Context: an optimization exercise on an open-source flow, tuned for small area, a short achievable clock period and few clock cycles per item. The choices shown serve that exercise and are no tape-out recipe.
The RTL was checked by simulation tests, not by an equivalence proof against the original design.
Power and IR drop assume default switching activity.

## config.mk

```make
export PLATFORM = sky130hd
export DESIGN_NAME = grouped_key_insertion_sorter
export DESIGN_NICKNAME = grouped_key_insertion_sorter
export VERILOG_FILES = /design/flow/design.v
export SDC_FILE = /design/flow/constraint.sdc
export NUM_CORES = 4
export LEC_CHECK = 0
export CAP_MARGIN = 20
export CORE_MARGIN = 2
export CORE_UTILIZATION = 30
export PLACE_DENSITY = 0.4
export SLEW_MARGIN = 20
```

## constraint.sdc

```tcl
create_clock -name core_clock -period 6.0 [get_ports {clk}]
set_input_delay 1.2000 -clock core_clock [delete_from_list [all_inputs] [get_ports {clk}]]
set_output_delay 1.2000 -clock core_clock [all_outputs]
set_load 0.01 [all_outputs]
```

## design.v

```verilog
`timescale 1ns / 1ps
`default_nettype none
package gkis_pkg;
    localparam int CAPACITY    = 32;
    localparam int HANDLE_BITS = 5;
    localparam int KEY_BITS    = 54;
    localparam int RANK_BITS   = 2;
    localparam int ENTRY_W     = 1 + RANK_BITS + KEY_BITS + HANDLE_BITS;
    localparam logic [RANK_BITS-1:0] RANK_OTHER = 2'd2;
    localparam logic [1:0] ST_FILL  = 2'b01;
    localparam logic [1:0] ST_DRAIN = 2'b10;
endpackage
`default_nettype wire
`timescale 1ns / 1ps
`default_nettype none
module gkis_cell (
    input  wire logic                          clk,
    input  wire logic                          rst_n,
    input  wire logic                          ctrl_insert,
    input  wire logic                          ctrl_pop,
    input  wire logic [gkis_pkg::ENTRY_W-1:0]  new_entry,
    input  wire logic [gkis_pkg::ENTRY_W-1:0]  prev_entry,
    input  wire logic                          prev_after,
    input  wire logic [gkis_pkg::ENTRY_W-1:0]  next_entry,
    output logic      [gkis_pkg::ENTRY_W-1:0]  entry,
    output logic                               after
);
    localparam int HB = gkis_pkg::HANDLE_BITS;
    localparam int KB = gkis_pkg::KEY_BITS;
    localparam int RB = gkis_pkg::RANK_BITS;
    logic          valid_reg;
    logic          valid_next;
    logic [RB-1:0] rank_reg;
    logic [RB-1:0] rank_next;
    logic [KB-1:0] key_reg;
    logic [KB-1:0] key_next;
    logic [HB-1:0] handle_reg;
    logic [HB-1:0] handle_next;
    logic [RB-1:0] new_rank;
    logic [KB-1:0] new_key;
    assign new_rank = new_entry[HB+KB +: RB];
    assign new_key  = new_entry[HB +: KB];
    always_comb
    begin
        if (rank_reg != new_rank)
        begin
            after = valid_reg && (rank_reg < new_rank);
        end
        else
        begin
            after = valid_reg && (key_reg <= new_key);
        end
    end
    always_comb
    begin
        valid_next  = valid_reg;
        rank_next   = rank_reg;
        key_next    = key_reg;
        handle_next = handle_reg;
        if (ctrl_pop)
        begin
            {valid_next, rank_next, key_next, handle_next} = next_entry;
        end
        else if (ctrl_insert && !after)
        begin
            if (prev_after)
            begin
                valid_next  = 1'b1;
                rank_next   = new_rank;
                key_next    = new_key;
                handle_next = new_entry[HB-1:0];
            end
            else
            begin
                {valid_next, rank_next, key_next, handle_next} = prev_entry;
            end
        end
    end
    always_ff @(posedge clk or negedge rst_n)
    begin
        if (!rst_n)
        begin
            valid_reg <= 1'b0;
        end
        else
        begin
            valid_reg <= valid_next;
        end
    end
    always_ff @(posedge clk)
    begin
        rank_reg   <= rank_next;
        key_reg    <= key_next;
        handle_reg <= handle_next;
    end
    assign entry = {valid_reg, rank_reg, key_reg, handle_reg};
endmodule
`default_nettype wire
`timescale 1ns / 1ps
`default_nettype none
module grouped_key_insertion_sorter (
    input  wire logic                          clk,
    input  wire logic                          rst_n,
    input  wire logic                          in_valid,
    output logic                               in_ready,
    input  wire logic [1:0]                    category,
    input  wire logic [gkis_pkg::KEY_BITS-1:0] entry_key,
    input  wire logic [gkis_pkg::HANDLE_BITS-1:0] handle,
    input  wire logic                          final_entry,
    output logic                               out_valid,
    input  wire logic                          out_ready,
    output logic [1:0]                         out_category,
    output logic [gkis_pkg::KEY_BITS-1:0]      out_key,
    output logic [gkis_pkg::HANDLE_BITS-1:0]   out_handle,
    output logic                               end_of_run,
    output logic                               dropped_any
);
    localparam int CAPACITY = gkis_pkg::CAPACITY;
    localparam int HB       = gkis_pkg::HANDLE_BITS;
    localparam int KB       = gkis_pkg::KEY_BITS;
    localparam int RB       = gkis_pkg::RANK_BITS;
    localparam int EW       = gkis_pkg::ENTRY_W;
    logic [1:0] state_reg;
    logic [1:0] state_next;
    logic       overflow_reg;
    logic       overflow_next;
    logic       in_fire;
    logic       out_fire;
    logic       full;
    logic       ctrl_insert;
    logic       ctrl_pop;
    logic [RB-1:0] new_rank;
    logic [EW-1:0] new_entry;
    logic [EW-1:0] cells [0:CAPACITY];
    logic [CAPACITY:0] after;
    assign in_ready = (state_reg == gkis_pkg::ST_FILL);
    assign in_fire  = in_valid && in_ready;
    assign full     = cells[CAPACITY-1][EW-1];
    assign new_rank  = (category > gkis_pkg::RANK_OTHER) ? gkis_pkg::RANK_OTHER : category;
    assign new_entry = {1'b1, new_rank, entry_key, handle};
    assign ctrl_insert = in_fire && !full;
    assign ctrl_pop    = out_fire;
    assign after[0]  = 1'b1;
    assign cells[CAPACITY] = '0;
    generate
        for (genvar i = 0; i < CAPACITY; i++)
        begin : g_cell
            gkis_cell u_cell (
                .clk         (clk),
                .rst_n       (rst_n),
                .ctrl_insert (ctrl_insert),
                .ctrl_pop    (ctrl_pop),
                .new_entry   (new_entry),
                .prev_entry  ((i == 0) ? new_entry : cells[(i == 0) ? 0 : i-1]),
                .prev_after  (after[i]),
                .next_entry  (cells[i+1]),
                .entry       (cells[i]),
                .after       (after[i+1])
            );
        end
    endgenerate
    assign out_valid    = (state_reg == gkis_pkg::ST_DRAIN) && cells[0][EW-1];
    assign out_fire     = out_valid && out_ready;
    assign out_category = cells[0][HB+KB +: RB];
    assign out_key      = cells[0][HB +: KB];
    assign out_handle   = cells[0][HB-1:0];
    assign end_of_run   = !cells[1][EW-1];
    assign dropped_any  = overflow_reg;
    always_comb
    begin
        state_next    = state_reg;
        overflow_next = overflow_reg;
        case (state_reg)
            gkis_pkg::ST_FILL:
            begin
                if (in_fire && full)
                begin
                    overflow_next = 1'b1;
                end
                if (in_fire && final_entry)
                begin
                    state_next = gkis_pkg::ST_DRAIN;
                end
            end
            gkis_pkg::ST_DRAIN:
            begin
                if (out_fire && end_of_run)
                begin
                    overflow_next = 1'b0;
                    state_next    = gkis_pkg::ST_FILL;
                end
            end
            default:
            begin
                state_next    = gkis_pkg::ST_FILL;
                overflow_next = 1'b0;
            end
        endcase
    end
    always_ff @(posedge clk or negedge rst_n)
    begin
        if (!rst_n)
        begin
            state_reg    <= gkis_pkg::ST_FILL;
            overflow_reg <= 1'b0;
        end
        else
        begin
            state_reg    <= state_next;
            overflow_reg <= overflow_next;
        end
    end
endmodule
`default_nettype wire
```

## run.sh

```bash
#!/bin/bash
# synth_recipe.tcl (not shown) runs the flow's synth.tcl, then flattens the netlist and writes it again
# the make line also repeats each setting of config.mk as NAME=value (left out here)
make -C /OpenROAD-flow-scripts/flow DESIGN_CONFIG=/design/flow/config.mk WORK_HOME=/design/flow/orfs CLKGATE_MAP_FILE= SYNTH_SCRIPT=/design/flow/synth_recipe.tcl finish
```

==> impl_metrics.csv <==
group,metric,value,unit
critical_path,critical_path.slowest_cell,"sky130_fd_sc_hd__nor4_1",
run,drv_cap,0,
detailed_routing,vias,155685,
synth,net_count_of_the_mapped_netlist,19703,
detailed_routing,firstDrtPassIters,8,
sta,timing.final.setup_violations,0,
synth,yosys_warns,4,
finish,largest_register_ff_count,1728,
detailed_routing,antenna_violating_nets_post_route,0,
die,fp.dieH,741.3,um
critical_path,ordered_cell_list_for_the_critical_path,"clkdlybuf4s50_1 > clkinvlp_4 > buf_12 > ha_1 > nand4_1 > nor4_1 > buf_4 > nand3_1 > o21a_2 > o21ai_0 > a21o_2 > buf_12",
die,core_area,541200,um^2
die,start_util,0.3014,
worst_hold_path,class_of_the_tightest_hold_or_removal_check,"flop to flop",
finish,multi_input_area,95390,um^2
die,num_rows,270,
clocking,clockRootBuffer,"sky130_fd_sc_hd__clkbuf_16",
sta,clock-skew-final,0.04976,ns
detailed_routing,wl_per_cell,33.43,um
critical_path,cp_max_fo,61,
sta,report.final.hold_viol_count,0,
global_routing,grt_pass1_vias,146347,
clocking,cts_repair_resize_count,0,
placement,hpwl,639800,um
die,io_pins,131,
finish,nets,19406,
synth,netlist_area,163100,um^2
placement,placed_cell_area,178200,um^2
clocking,post_cts.repair.setup_buffers,0,
clocking,clk-insertion-delay-late,1.00,ns
sta,achievable-frequency,197.6,MHz
synth,netlist_instances,17901,
power_and_ir_drop,ir_drop_worst_vdd,0.1962,mV
synth,synth-edff-count,1891,
finish,commonest_cells_after_routing_fill_and_taps_aside,"sky130_fd_sc_hd__a21oi_1, sky130_fd_sc_hd__edfxtp_1, sky130_fd_sc_hd__ha_1",
placement,portBuffers,130,
global_routing,pin_count_of_the_biggest_net_entering_global_routing,180,
sta,period_share,0.8435,
synth,ys_seq_area_frac,0.3610,
critical_path,timing_worst_setup_path_type,"input port to flop",
synth,postSynthRegisterBits,1987,
critical_path,required,6.62,ns
die,die-width,741.3,um
sta,fin_max_slew_vios,0,
finish,ff_latch_area,58880,um^2
finish,layout_commonest_cell,"sky130_fd_sc_hd__a21oi_1",
die,dieArea,549600,um^2
global_routing,antenna_found_initial,56,
critical_path,critical_path.startpoint_type,"input port",
synth,syn_area_per_cell,9.111,um^2
global_routing,grt-ovfl-total,0,
synth,async_flop_share,0.01761,
sta,worstMarginPinSlew,1.271,ns
sta,relSlewSlack,0.1516,
critical_path,cp_slowest_stage_delay,0.70,ns
placement,place.gp.congestion,0.9075,
clocking,clk_pin_slew_worst_paths,0.06,ns
finish,fin_area,187100,um^2
sta,whs,0.5287,ns
critical_path,endpoint_kind,"flop",
finish,syn2layout_area_growth,14.72,%
critical_path,arrival,5.68,ns
clocking,cts_max_path_buffers,4,
clocking,number_of_clock_buffers_inserted_by_tritoncts,282,
synth,distinct_cell_type_count_of_the_synthesized_netlist,75,
detailed_routing,post_dr_vias_cell,6.216,
sta,rsz0062_at_grt,"false",
detailed_routing,violation_count_after_the_first_detailed_route_iteration,19350,
power_and_ir_drop,power.density,307.9,nW/um^2
finish,fillerInstances,55341,
critical_path,critical-path-top-cell-by-count,"sky130_fd_sc_hd__buf_12",
clocking,htreeDepth,5,
global_routing,grt_first_pass_wirelength,1166000,um
power_and_ir_drop,total_leakage_power,70.81,nW
detailed_routing,finalWirelength,837200,um
global_routing,globalRouteTotalUtil,0.2919,
synth,synth_top_flop_cell,"sky130_fd_sc_hd__edfxtp_1",
detailed_routing,drc_violation_count_after_routing,0,
clocking,clkSinkCount,1987,
sta,tmin_final,5.061,ns
outcome,run_status,"finished clean",
finish,layout-drive-gt1-share,0.1267,
clocking,cts_tree,"done",
kinds of logic (layout without fill, tap and decap cells):
| family | after synthesis | in the layout | share of synthesized area |
|---|---|---|---|
| multiplexers | 213 | 213 | 0.01307 |
| AO/OA/AOI/OAI | 5912 | 5912 | 0.2660 |
| buffers and inverters | 2598 | 2515 | 0.06496 |
| flip-flops | 1987 | 1987 | 0.3610 |
| AND/OR/NAND/NOR | 5455 | 5455 | 0.1617 |
| adder cells (fa/ha/maj) | 1736 | 1736 | 0.1332 |
| other | 0 | 20 | 0 |
synthesized netlist by cell type, drive strengths merged (153+ instances only):
cell / n / area, um^2
buf: 397 / 2333
o211ai: 164 / 1231
o2111ai: 552 / 5166
o21ai: 572 / 2863
nand3: 1211 / 6061
a31oi: 153 / 963.4
a221o: 254 / 2542
a221oi: 787 / 9558
a21oi: 1980 / 9910
nor3: 861 / 4309
nand2: 1476 / 5540
edfxtp: 1891 / 56780
mux2i: 213 / 2132
ha: 1736 / 21720
nor2: 729 / 2751
clkbuf: 1315 / 4936
inv: 885 / 3322
a211oi: 802 / 6021
a21o: 290 / 2177
and3: 535 / 3347
nand4: 285 / 1789
worst max-delay path, delay by kind of cell:
kind,cells,cell delay [ns]
buf+inv,5,2.05
simple gates,3,1.10
compound gates,3,0.84
fa+ha+maj,1,0.32
where the power goes:
group / switching, mW / internal (mW) / total, mW / leakage [nW]
registers: 1.78 / 17.8 / 19.6 / 18.0
clock network: 7.39 / 9.68 / 17.1 / 4.29
logic: 13.0 / 8.00 / 21.0 / 48.5
path summary, 6_finish.rpt:
kind | from | end | slack [ns] | cells past startpoint
min reg2reg | g_cell[31].u_cell.key_reg[52]$_SDFFE_PP0P_ | g_cell[30].u_cell.key_reg[52]$_DFFE_PP_ | 0.53 | 2
max reg2reg | g_cell[17].u_cell.key_reg[20]$_DFFE_PP_ | g_cell[18].u_cell.key_reg[18]$_DFFE_PP_ | 1.60 | 11
max in group asynchronous | rst_n | g_cell[9].u_cell.valid_reg$_DFFE_PN0P_ | 4.39 | 3
min | g_cell[31].u_cell.key_reg[52]$_SDFFE_PP0P_ | g_cell[30].u_cell.key_reg[52]$_DFFE_PP_ | 0.53 | 2
min in group asynchronous | rst_n | g_cell[22].u_cell.valid_reg$_DFFE_PN0P_ | 0.64 | 2
max | entry_key[52] | g_cell[18].u_cell.key_reg[18]$_DFFE_PP_ | 0.94 | 12
metal layers:
| metal | global-route usage | share of wire | up-vias | wire length (um) |
|---|---|---|---|---|
| met5 | 0 | 0.000039 | - | 33 |
| met4 | 0.09929 | 0.039 | 4 | 32320 |
| met3 | 0.03982 | 0.077 | 929 | 64830 |
| met2 | 0.4302 | 0.42 | 6994 | 351400 |
| met1 | 0.4337 | 0.46 | 78313 | 388600 |
| li1 | - | - | 69445 | - |
repair_timing:
item	4_1_cts	5_1_grt
endpoints found under the setup margin	0	0
hold endpoints to repair	4	0
hold buffers	1	0
metrics by stage:
step           power [mW]  setup TNS [ns]  setup slack, ns  utilization  std cells
6_report            57.62               0           0.9388       0.3457      25046
5_1_grt             60.16               0           0.9148       0.3457      25032
4_1_cts             57.63               0            1.033       0.3456      25024
3_5_place_dp        40.50         -0.4543         -0.02480       0.3293      24525
3_3_place_gp        40.28          -18.66          -0.1749       0.3292      24522
2_1_floorplan       32.65          -40.78          -0.6685            -      17901
layout make-up:
cell class                      count  area share
Clock inverter                    122    0.005082
Timing Repair Buffer             1131     0.06211
Multi-Input combinational cell  13316      0.5098
Tap cell                         7208     0.04820
Sequential cell                  1987      0.3147
Antenna cell                       20   0.0002675
Clock buffer                      376     0.04183
Inverter                          886     0.01805
Testbench counts, summed over its fixed seeds: cycles 12,760, items 6,376.

-- port drivers added, routing unchanged --
The results above use ideal ports. As a check the final layout listed here was re-extracted and re-timed, cells and wires unchanged. Step 1 assumes that a clkbuf_16 drives the clock port and a buf_2 every other input. Step 2 moves the port delays by t, midway between the first and last clock arrival at a register: inputs arrive t later, outputs are due t later. That takes back most of the time a late clock gives input paths. a / b / c = no drivers / after step 1 / after step 2; a / b = the first two.
shift t [ns]: 1.088
setup slack, ns: 0.939 / 1.004 / -0.084
worst setup path at the end: input to register
pins driven straight from the clock port: 1
Met with ideal ports but missed after step 2: setup timing in this run. The setup slack of this run moves by +0.065 ns with the drivers and by -1.023 ns with both steps.
